This design comes from an exercise in tuning for small area and a short achievable clock period on the open sky130 flow, not from production work. In this exercise RTL edits were held to simulation tests only and were not proved equivalent to the original. Power and IR drop assume default switching activity.

### flow/design.v
package pic_pkg;
  localparam int NUM_INTS   = 32;   
  localparam int NUM_LEVELS = 5;    
  localparam int INT_GRPS   = (2 ** $clog2(NUM_INTS + 1)) / 32;   
  localparam logic [31:0] PIC_BASE_ADDR         = 32'hf00c_0000;
  localparam logic [31:0] INTPRIORITY_BASE_ADDR = PIC_BASE_ADDR;
  localparam logic [31:0] INTPEND_BASE_ADDR     = PIC_BASE_ADDR + 32'h0000_1000;
  localparam logic [31:0] INTENABLE_BASE_ADDR   = PIC_BASE_ADDR + 32'h0000_2000;
  localparam logic [31:0] EXT_INTR_PIC_CONFIG   = PIC_BASE_ADDR + 32'h0000_3000;
  localparam logic [31:0] EXT_INTR_GW_CONFIG    = PIC_BASE_ADDR + 32'h0000_4000;
  localparam logic [31:0] EXT_INTR_GW_CLEAR     = PIC_BASE_ADDR + 32'h0000_5000;
  localparam logic [3:0] MAX_PRIORITY = 4'd15;   
  typedef logic [3:0]          prio_t;
  typedef logic [7:0]          int_id_t;
  typedef logic [NUM_INTS-1:0] src_vec_t;
  typedef struct packed {
    logic        rden;
    logic        wren;
    logic [31:0] rdaddr;
    logic [31:0] wraddr;
    logic [31:0] wr_data;
  } pic_bus_req_t;
  typedef struct packed {
    prio_t [NUM_INTS-1:0] prio;
    src_vec_t             enable;
    src_vec_t             gw_polarity;   
    src_vec_t             gw_type;       
    logic                 priord;        
  } pic_cfg_t;
  typedef struct packed {
    int_id_t id;
    prio_t   prio;   
  } pic_winner_t;
endpackage
module pic_gateway_bank
(
  input  logic     clk,
  input  logic     rst,
  input  pic_pkg::src_vec_t extintsrc_req,
  input  pic_pkg::pic_cfg_t cfg,
  input  pic_pkg::src_vec_t gw_clear,
  output pic_pkg::src_vec_t gw_pending
);
  pic_pkg::src_vec_t sync_ff1;
  pic_pkg::src_vec_t sync_ff2;
  pic_pkg::src_vec_t active_next;   
  pic_pkg::src_vec_t active;
  pic_pkg::src_vec_t edge_pend;
  always_ff @(posedge clk) begin
    if (rst) begin
      sync_ff1 <= '0;
      sync_ff2 <= '0;
    end else begin
      sync_ff1 <= {extintsrc_req[pic_pkg::NUM_INTS-1:1], 1'b0};   
      sync_ff2 <= sync_ff1;
    end
  end
  assign active_next = sync_ff1 ^ cfg.gw_polarity;
  assign active      = sync_ff2 ^ cfg.gw_polarity;
  always_ff @(posedge clk) begin
    if (rst) begin
      edge_pend <= '0;
    end else begin
      edge_pend <= active_next | (edge_pend & ~gw_clear);
    end
  end
  assign gw_pending = active | (edge_pend & cfg.gw_type);
endmodule
module pic_regfile
(
  input  logic         clk,
  input  logic         rst,
  input  pic_pkg::pic_bus_req_t bus_req,
  input  pic_pkg::src_vec_t     gw_pending,
  output pic_pkg::pic_cfg_t     cfg,
  output pic_pkg::src_vec_t     gw_clear,
  output logic [31:0]  rd_data
);
  pic_pkg::pic_bus_req_t                 req_q;
  logic [pic_pkg::NUM_LEVELS-1:0]        rd_idx;
  logic [pic_pkg::NUM_LEVELS-1:0]        wr_idx;
  logic                         rd_prio, rd_enable, rd_gwcfg, rd_piccfg, rd_pend;
  logic                         wr_prio, wr_enable, wr_gwcfg, wr_piccfg, wr_clear;
  logic                         wr_src_ok;
  logic                         bypass;
  logic [pic_pkg::INT_GRPS-1:0][31:0]    pend_words;
  logic [31:0]                  sel_data;
  always_ff @(posedge clk) begin
    if (rst) begin
      req_q <= '0;
    end else begin
      req_q <= bus_req;   
    end
  end
  assign rd_idx = req_q.rdaddr[pic_pkg::NUM_LEVELS+1:2];
  assign wr_idx = req_q.wraddr[pic_pkg::NUM_LEVELS+1:2];
  assign rd_prio   = req_q.rden &&
                     (req_q.rdaddr[31:pic_pkg::NUM_LEVELS+2] == pic_pkg::INTPRIORITY_BASE_ADDR[31:pic_pkg::NUM_LEVELS+2]);
  assign rd_enable = req_q.rden &&
                     (req_q.rdaddr[31:pic_pkg::NUM_LEVELS+2] == pic_pkg::INTENABLE_BASE_ADDR[31:pic_pkg::NUM_LEVELS+2]);
  assign rd_gwcfg  = req_q.rden &&
                     (req_q.rdaddr[31:pic_pkg::NUM_LEVELS+2] == pic_pkg::EXT_INTR_GW_CONFIG[31:pic_pkg::NUM_LEVELS+2]);
  assign rd_piccfg = req_q.rden && (req_q.rdaddr == pic_pkg::EXT_INTR_PIC_CONFIG);
  assign rd_pend   = req_q.rden && (req_q.rdaddr[31:6] == pic_pkg::INTPEND_BASE_ADDR[31:6]);
  assign wr_prio   = req_q.wren &&
                     (req_q.wraddr[31:pic_pkg::NUM_LEVELS+2] == pic_pkg::INTPRIORITY_BASE_ADDR[31:pic_pkg::NUM_LEVELS+2]);
  assign wr_enable = req_q.wren &&
                     (req_q.wraddr[31:pic_pkg::NUM_LEVELS+2] == pic_pkg::INTENABLE_BASE_ADDR[31:pic_pkg::NUM_LEVELS+2]);
  assign wr_gwcfg  = req_q.wren &&
                     (req_q.wraddr[31:pic_pkg::NUM_LEVELS+2] == pic_pkg::EXT_INTR_GW_CONFIG[31:pic_pkg::NUM_LEVELS+2]);
  assign wr_clear  = req_q.wren &&
                     (req_q.wraddr[31:pic_pkg::NUM_LEVELS+2] == pic_pkg::EXT_INTR_GW_CLEAR[31:pic_pkg::NUM_LEVELS+2]);
  assign wr_piccfg = req_q.wren && (req_q.wraddr == pic_pkg::EXT_INTR_PIC_CONFIG);
  assign wr_src_ok = (wr_idx != '0);   
  always_ff @(posedge clk) begin
    if (rst) begin
      cfg <= '0;
    end else begin
      if (wr_prio && wr_src_ok) begin
        cfg.prio[wr_idx] <= req_q.wr_data[3:0];
      end
      if (wr_enable && wr_src_ok) begin
        cfg.enable[wr_idx] <= req_q.wr_data[0];
      end
      if (wr_gwcfg && wr_src_ok) begin
        cfg.gw_polarity[wr_idx] <= req_q.wr_data[0];
        cfg.gw_type[wr_idx]     <= req_q.wr_data[1];
      end
      if (wr_piccfg) begin
        cfg.priord <= req_q.wr_data[0];
      end
    end
  end
  always_comb begin
    gw_clear = '0;
    if (wr_clear && wr_src_ok) begin
      gw_clear[wr_idx] = 1'b1;   
    end
  end
  assign pend_words = {{(pic_pkg::INT_GRPS * 32 - pic_pkg::NUM_INTS){1'b0}}, gw_pending};
  always_comb begin
    sel_data = '0;
    if (rd_prio) begin
      sel_data = {28'b0, cfg.prio[rd_idx]};
    end else if (rd_enable) begin
      sel_data = {31'b0, cfg.enable[rd_idx]};
    end else if (rd_gwcfg) begin
      sel_data = {30'b0, cfg.gw_type[rd_idx], cfg.gw_polarity[rd_idx]};
    end else if (rd_piccfg) begin
      sel_data = {31'b0, cfg.priord};
    end else if (rd_pend) begin
      for (int g = 0; g < pic_pkg::INT_GRPS; g++) begin
        if (req_q.rdaddr[5:2] == 4'(g)) begin
          sel_data = pend_words[g];
        end
      end
    end
  end
  assign bypass  = req_q.rden && req_q.wren && (req_q.rdaddr == req_q.wraddr);
  assign rd_data = bypass ? req_q.wr_data : sel_data;
endmodule
module pic_priority_tree
(
  input  pic_pkg::src_vec_t    gw_pending,
  input  pic_pkg::pic_cfg_t    cfg,
  output pic_pkg::pic_winner_t winner
);
  pic_pkg::prio_t   eff_prio [pic_pkg::NUM_INTS];
  pic_pkg::int_id_t node_id   [2*pic_pkg::NUM_INTS-1];   
  pic_pkg::prio_t   node_prio [2*pic_pkg::NUM_INTS-1];
  genvar i;
  genvar k;
  for (i = 0; i < pic_pkg::NUM_INTS; i++) begin : g_leaf
    always_comb begin
      eff_prio[i] = '0;
      if (gw_pending[i] && cfg.enable[i]) begin
        eff_prio[i] = cfg.priord ? ~cfg.prio[i] : cfg.prio[i];   
      end
    end
    assign node_id[pic_pkg::NUM_INTS-1+i]   = 8'(i);
    assign node_prio[pic_pkg::NUM_INTS-1+i] = eff_prio[i];
  end
  for (k = 0; k < pic_pkg::NUM_INTS - 1; k++) begin : g_node
    assign node_id[k]   = (node_prio[2*k+1] < node_prio[2*k+2]) ? node_id[2*k+2] : node_id[2*k+1];
    assign node_prio[k] = (node_prio[2*k+1] < node_prio[2*k+2]) ? node_prio[2*k+2] : node_prio[2*k+1];
  end
  assign winner = {node_id[0], node_prio[0]};
endmodule
module pic_claim_stage
(
  input  logic        clk,
  input  logic        rst,
  input  pic_pkg::pic_winner_t winner,
  input  logic        priord,
  input  pic_pkg::prio_t       meipt,
  input  pic_pkg::prio_t       meicurpl,
  output pic_pkg::int_id_t     claimid,
  output pic_pkg::prio_t       pl,
  output logic        mexintpend,
  output logic        mhwakeup
);
  pic_pkg::prio_t pl_next;
  pic_pkg::prio_t meipt_eff;
  pic_pkg::prio_t meicurpl_eff;
  pic_pkg::prio_t max_pl;
  assign pl_next      = priord ? ~winner.prio : winner.prio;   
  assign meipt_eff    = priord ? ~meipt : meipt;
  assign meicurpl_eff = priord ? ~meicurpl : meicurpl;
  assign max_pl       = priord ? '0 : pic_pkg::MAX_PRIORITY;
  always_ff @(posedge clk) begin
    if (rst) begin
      claimid    <= '0;
      pl         <= '0;
      mexintpend <= 1'b0;
      mhwakeup   <= 1'b0;
    end else begin
      claimid    <= winner.id;
      pl         <= pl_next;
      mexintpend <= (winner.prio > meipt_eff) && (winner.prio > meicurpl_eff);
      mhwakeup   <= (pl_next == max_pl);
    end
  end
endmodule
module pic_ctrl
(
  input  logic        clk,
  input  logic        rst,
  input  logic [31:0] extintsrc_req,
  input  logic        picm_rden,
  input  logic        picm_wren,
  input  logic [31:0] picm_rdaddr,
  input  logic [31:0] picm_wraddr,
  input  logic [31:0] picm_wr_data,
  input  logic [3:0]  meipt,
  input  logic [3:0]  meicurpl,
  output logic [31:0] picm_rd_data,
  output logic [7:0]  claimid,
  output logic [3:0]  pl,
  output logic        mexintpend,
  output logic        mhwakeup
);
  pic_pkg::pic_bus_req_t bus_req;
  pic_pkg::pic_cfg_t     cfg;
  pic_pkg::src_vec_t     gw_clear;
  pic_pkg::src_vec_t     gw_pending;
  pic_pkg::pic_winner_t  winner;
  assign bus_req = {picm_rden, picm_wren, picm_rdaddr, picm_wraddr, picm_wr_data};
  pic_gateway_bank gw_bank0 (
    .clk           (clk),
    .rst           (rst),
    .extintsrc_req (extintsrc_req),
    .cfg           (cfg),
    .gw_clear      (gw_clear),
    .gw_pending    (gw_pending)
  );
  pic_regfile regs0 (
    .clk        (clk),
    .rst        (rst),
    .bus_req    (bus_req),
    .gw_pending (gw_pending),
    .cfg        (cfg),
    .gw_clear   (gw_clear),
    .rd_data    (picm_rd_data)
  );
  pic_priority_tree tree0 (
    .gw_pending (gw_pending),
    .cfg        (cfg),
    .winner     (winner)
  );
  pic_claim_stage claim0 (
    .clk        (clk),
    .rst        (rst),
    .winner     (winner),
    .priord     (cfg.priord),
    .meipt      (meipt),
    .meicurpl   (meicurpl),
    .claimid    (claimid),
    .pl         (pl),
    .mexintpend (mexintpend),
    .mhwakeup   (mhwakeup)
  );
endmodule
### flow/run.sh
#!/bin/bash
# synth_recipe.tcl (not shown) runs the flow's synth.tcl, then flattens the netlist and writes it again
# the make line also repeats each setting of config.mk as NAME=value (left out here)
make -C /OpenROAD-flow-scripts/flow DESIGN_CONFIG=/design/flow/config.mk WORK_HOME=/design/flow/orfs CLKGATE_MAP_FILE= SYNTH_SCRIPT=/design/flow/synth_recipe.tcl finish
### flow/config.mk
export PLATFORM = sky130hd
export DESIGN_NAME = pic_ctrl
export DESIGN_NICKNAME = pic_ctrl
export VERILOG_FILES = /design/flow/design.v
export SDC_FILE = /design/flow/constraint.sdc
export NUM_CORES = 4
export LEC_CHECK = 0
export CAP_MARGIN = 20
export CORE_MARGIN = 2
export CORE_UTILIZATION = 40
export SLEW_MARGIN = 20
### flow/constraint.sdc
create_clock -name core_clock -period 8.5 [get_ports {clk}]
set_input_delay 1.7000 -clock core_clock [delete_from_list [all_inputs] [get_ports {clk}]]
set_output_delay 1.7000 -clock core_clock [all_outputs]
set_load 0.01 [all_outputs]
==> results by group <==
Global routing
  – Largest net degree at the start of global routing: between 100 and 150
  – Total routing usage reported by global routing: 0.257
  – Number of global-route vias before repair: approximately 22000
  – Gr ovfl total: 0
  – Global-route wire length before repair: ~130000 um
  – Initial antenna violation count: 1

Clock tree
  – Number of hold-repair buffers added at the cts stage: 0
  – CTS sink cnt: 428
  – Root buf cell: sky130_fd_sc_hd__clkbuf_16
  – Skew-Pair Late Insertion Delay: just over 0.6 ns
  – Clock slew at the register clock pins of the worst setup and hold paths: around 0.06 ns
  – TritonCTS clock tree: built
  – Buffers from clock root to sink, at most: 3
  – Maximum level of the CTS H-tree: 2
  – Number of clock buffers inserted by TritonCTS: 48

Placed design
  – Placed cell count: 3875
  – Count of buffers from port buffering: 181
  – Post-detail-place hpwl: between 60000 and 70000 um
  – Routability cong.: just under 1
  – Post-place instance area: around 0.028 mm^2

Min path
  – Endpoint of the worst hold-timing path: gw_bank0.edge_pend[6]
  – Hold Crit Class: reg -> reg
  – Hold wc startpoint: gw_bank0.edge_pend[6]
  – Instance count along the most critical hold path: 2

Timing
  – Final Slew Violations: 0
  – Transition time of the tightest slew-check pin: 1.23 ns
  – Final clock period utilization by the worst path: 0.962
  – Count of endpoints failing hold in the final timing report: 0
  – Achievable frequency: 0.122 GHz
  – Normalized max-slew margin: 0.176
  – Final setup violation count: 0
  – Time the worst path needs with I/O delays and setup: 8.18 ns
  – Maximum clock skew at final layout: 0.0556 ns

Setup path
  – Worst reg-to-reg setup slack: around 0.32 ns
  – Path type of the worst setup path: reg -> reg
  – Critical path startpoint category: flip-flop
  – Worst reg2reg endpoint: claim0.mexintpend
  – Maximum fanout along the worst path: 10
  – Endpoint arrival time on the critical path: about 8.7 ns
  – Dominant cell type by count on the critical path: sky130_fd_sc_hd__ha_1
  – Largest delay contributor family on the critical path: compound AO/OA/AOI/OAI gates
  – Crit path capture type: flip-flop
  – Combined buffer and inverter count along the critical path: 4
  – Worst reg2reg path depth: 35
  – Critical path data required time: around 9 ns
  – Highest-delay cell along the critical path: sky130_fd_sc_hd__or4_4
  – Crit Reg-Reg Startpoint: regs0.cfg[0]
  – Delay contributed by the slowest stage of the critical path: approximately 0.55 ns

Detailed routing
  – Via-to-Cell Ratio: 5.67
  – Post-route ant nets: 0
  – Via count: approximately 23000
  – Routed wire length: 87300 um
  – Final routed DRC violation total: 0
  – Average wire per standard cell: 22.0 um
  – Router iterations before antenna repair: 7
  – Violation count after the first detailed-route iteration: ~2300

Layout
  – Nets@finish: ~3400
  – Area growth from synthesis to layout: 18.1%
  – Ant diodes: 0
  – Footprint of the flip-flops and latches: 0.00858 mm^2
  – Layout filler cell count: ~6000
  – Fraction of final layout cells sized beyond drive strength 1: 0.0956
  – Non-Filler Instances: 3975
  – Area of the multi-input gates: around 0.016 mm^2
  – Final design area excluding fillers: between 0.02 and 0.03 mm^2
  – Fraction of the core area covered by cells at the end of the flow: 0.476

Synthesis
  – Biggest area consumer among synthesized cells: sky130_fd_sc_hd__dfxtp_1
  – Number of enable-type register cells in the synthesized netlist: 0
  – Main flop type after synthesis: sky130_fd_sc_hd__dfxtp_1
  – Share of synthesized registers carrying an async set or reset: 0
  – Mean instance size in the synthesized netlist: 8.59 um^2
  – Area contributors post-synth: sky130_fd_sc_hd__dfxtp_1 (34%), sky130_fd_sc_hd__ha_1 (6.2%), sky130_fd_sc_hd__mux4_2 (6.1%)
  – Top cell types by occurrence after synthesis: sky130_fd_sc_hd__dfxtp_1 (428), sky130_fd_sc_hd__nand2_1 (329), sky130_fd_sc_hd__nor2_1 (235)
  – Sequential share of the synthesized area: 0.338
  – Post-synthesis instance area: 0.0253 mm^2
  – Most used standard cell by instance count after synthesis: sky130_fd_sc_hd__dfxtp_1
  – Count of yosys warnings during synthesis: 7
  – Yosys top cell area share: 0.338
  – Synth Register Bits: between 400 and 500
  – Unique cell type count in the Yosys netlist: just under 90
  – Cell count after synthesis: between 2000 and 3000

Die
  – Starting density of the core: 0.403
  – Core area: 0.0629 mm^2
  – Ports placed on the boundary: about 190
  – Die height: approximately 260 um
  – Die Width: 256 um
  – Overall die area: 0.0654 mm^2
  – Standard-cell rows: between 90 and 100

Power and ir drop
  – Peak supply drop: between 0.1 and 0.15 mV
  – Leakage power: around 12 nW
  – Final Total Pwr: ~4.6 mW
  – Power density over cell area: approximately 150 mW/mm^2

Flow run
  – Number of max-capacitance violations reported: 0

Status
  – Outcome: timing/DRC/antenna clean
[registers in the layout, indices dropped and copies added (netlist names)]
| register | count |
|---|---|
| claim0.claimid | 5 |
| claim0.mexintpend | 1 |
| claim0.mhwakeup | 1 |
| claim0.pl | 4 |
| gw_bank0.edge_pend | 32 |
| gw_bank0.sync_ff1 | 31 |
| gw_bank0.sync_ff2 | 31 |
| regs0.cfg | 225 |
| regs0.req_q | 98 |
[cell families (layout without fill, tap and decap cells)]
logic type / after synthesis / after routing / synth area share
muxes: 192 / 192 / 0.111
adders and majority gates: 129 / 129 / 0.0634
other: 1 / 3 / 0.000148
and+or+nand+nor: 1035 / 1035 / 0.198
buffers and inverters: 268 / 443 / 0.0431
DFF: 428 / 428 / 0.338
AOI/OAI and AO/OA: 668 / 668 / 0.167
xor gates and xnor gates: 231 / 231 / 0.0798
[layout make-up]
type / count / area share
clock buffers: 70 / 0.0469
inverters: 116 / 0.0145
well taps: 846 / 0.0354
clock inverters: 16 / 0.00936
repair buffers: 241 / 0.0774
multi-input cells: 2258 / 0.530
flip-flops and latches: 428 / 0.286
[worst reg2reg max path: cells and delay by family (launching register included)]
kind | cells | cell delay (ns)
flops | 1 | 0.48
mux | 4 | 1.13
xor+xnor | 1 | 0.14
compound gates | 12 | 2.48
buf+inv | 4 | 0.73
simple gates | 8 | 1.60
fa+ha+maj | 6 | 1.50
[worst max path at each step]
stage / startpoint / to / slack, ns / cells after the start
floorplan: regs0.cfg[0] / claim0.mexintpend / 0.02 / 43
global placement: regs0.cfg[0] / claim0.mexintpend / 0.38 / 35
detailed placement: regs0.cfg[44] / claim0.mexintpend / 0.03 / 33
CTS: regs0.cfg[44] / claim0.mexintpend / 0.09 / 36
global route: regs0.cfg[0] / claim0.mexintpend / -0.14 / 37
finish: regs0.cfg[0] / claim0.mexintpend / 0.32 / 35
[layer usage]
metal	vias to the layer above	part of all wire	global-route usage
li1	10500	-	-
met1	10800	0.43	0.349
met2	1021	0.43	0.396
met3	202	0.082	0.0449
met4	2	0.049	0.122
met5	-	0.00015	0
[layout by cell type (no fill, tap or decap), types with 39 or more instances in the layout]
| cell type | count |
|---|---|
| sky130_fd_sc_hd__nand2_1 | 329 |
| sky130_fd_sc_hd__dfxtp_1 | 425 |
| sky130_fd_sc_hd__nor2b_1 | 193 |
| sky130_fd_sc_hd__xor2_1 | 141 |
| sky130_fd_sc_hd__nand3_1 | 84 |
| sky130_fd_sc_hd__a21oi_1 | 214 |
| sky130_fd_sc_hd__inv_1 | 116 |
| sky130_fd_sc_hd__o21ai_0 | 167 |
| sky130_fd_sc_hd__nand2b_1 | 40 |
| sky130_fd_sc_hd__clkdlybuf4s50_1 | 180 |
| sky130_fd_sc_hd__a22oi_1 | 39 |
| sky130_fd_sc_hd__clkbuf_16 | 49 |
| sky130_fd_sc_hd__mux4_2 | 69 |
| sky130_fd_sc_hd__mux2i_1 | 101 |
| sky130_fd_sc_hd__ha_1 | 126 |
| sky130_fd_sc_hd__buf_4 | 55 |
| sky130_fd_sc_hd__xnor2_1 | 83 |
| sky130_fd_sc_hd__nor2_1 | 235 |
[stage by stage]
step	hold slack (ns)	TNS, ns	setup slack (ns)
after CTS	0.472	0	0.0874
after global placement	0.457	0	0.382
after floorplan	0.442	0	0.0164
after global routing	0.487	-0.143	-0.143
final	0.471	0	0.323
after detailed placement	0.465	0	0.0269
[repair_timing]
item	in CTS	in global routing
hold endpoints to repair	0	0
buffers inserted	1	13
pin swaps	0	3
gates resized for setup	2	37
endpoints found under the setup margin	1	1
[power by group]
group / total (mW) / switching [mW] / leakage (nW) / internal [mW]
registers: 2.10 / 0.0414 / 3.50 / 2.06
clock network: 2.23 / 0.895 / 0.823 / 1.33
logic: 0.309 / 0.176 / 7.72 / 0.133
total: 4.64 / 1.11 / 12.0 / 3.52

[static timing again, ports no longer ideal]
Ports are ideal in the flow. The routed layout listed here was re-timed in OpenROAD. Step 1 (the two cells are an assumption about what drives the block):
set clk [get_ports {clk}]
set_driving_cell -lib_cell sky130_fd_sc_hd__clkbuf_16 $clk
set_driving_cell -lib_cell sky130_fd_sc_hd__buf_2 [delete_from_list [all_inputs] $clk]
Step 2 adds t to the input delays and takes it off the output delays; t is the mean of the earliest and latest rising clock arrival at the registers after step 1. Input paths then give back, and output paths get back, about the clock's delay inside the block. Slacks: ideal ports / drivers / drivers and shift; pairs: ideal ports / drivers.
t (ns): 0.660
slack for setup (ns): 0.323 / 0.323 / 0.323
worst slew at a driven data input, ns: 0.06
cell pins on the clock port's net: 1
After both steps this run still meets setup and hold. The setup slack of this run moves by 0.000 ns with the drivers and by 0.000 ns with both steps.
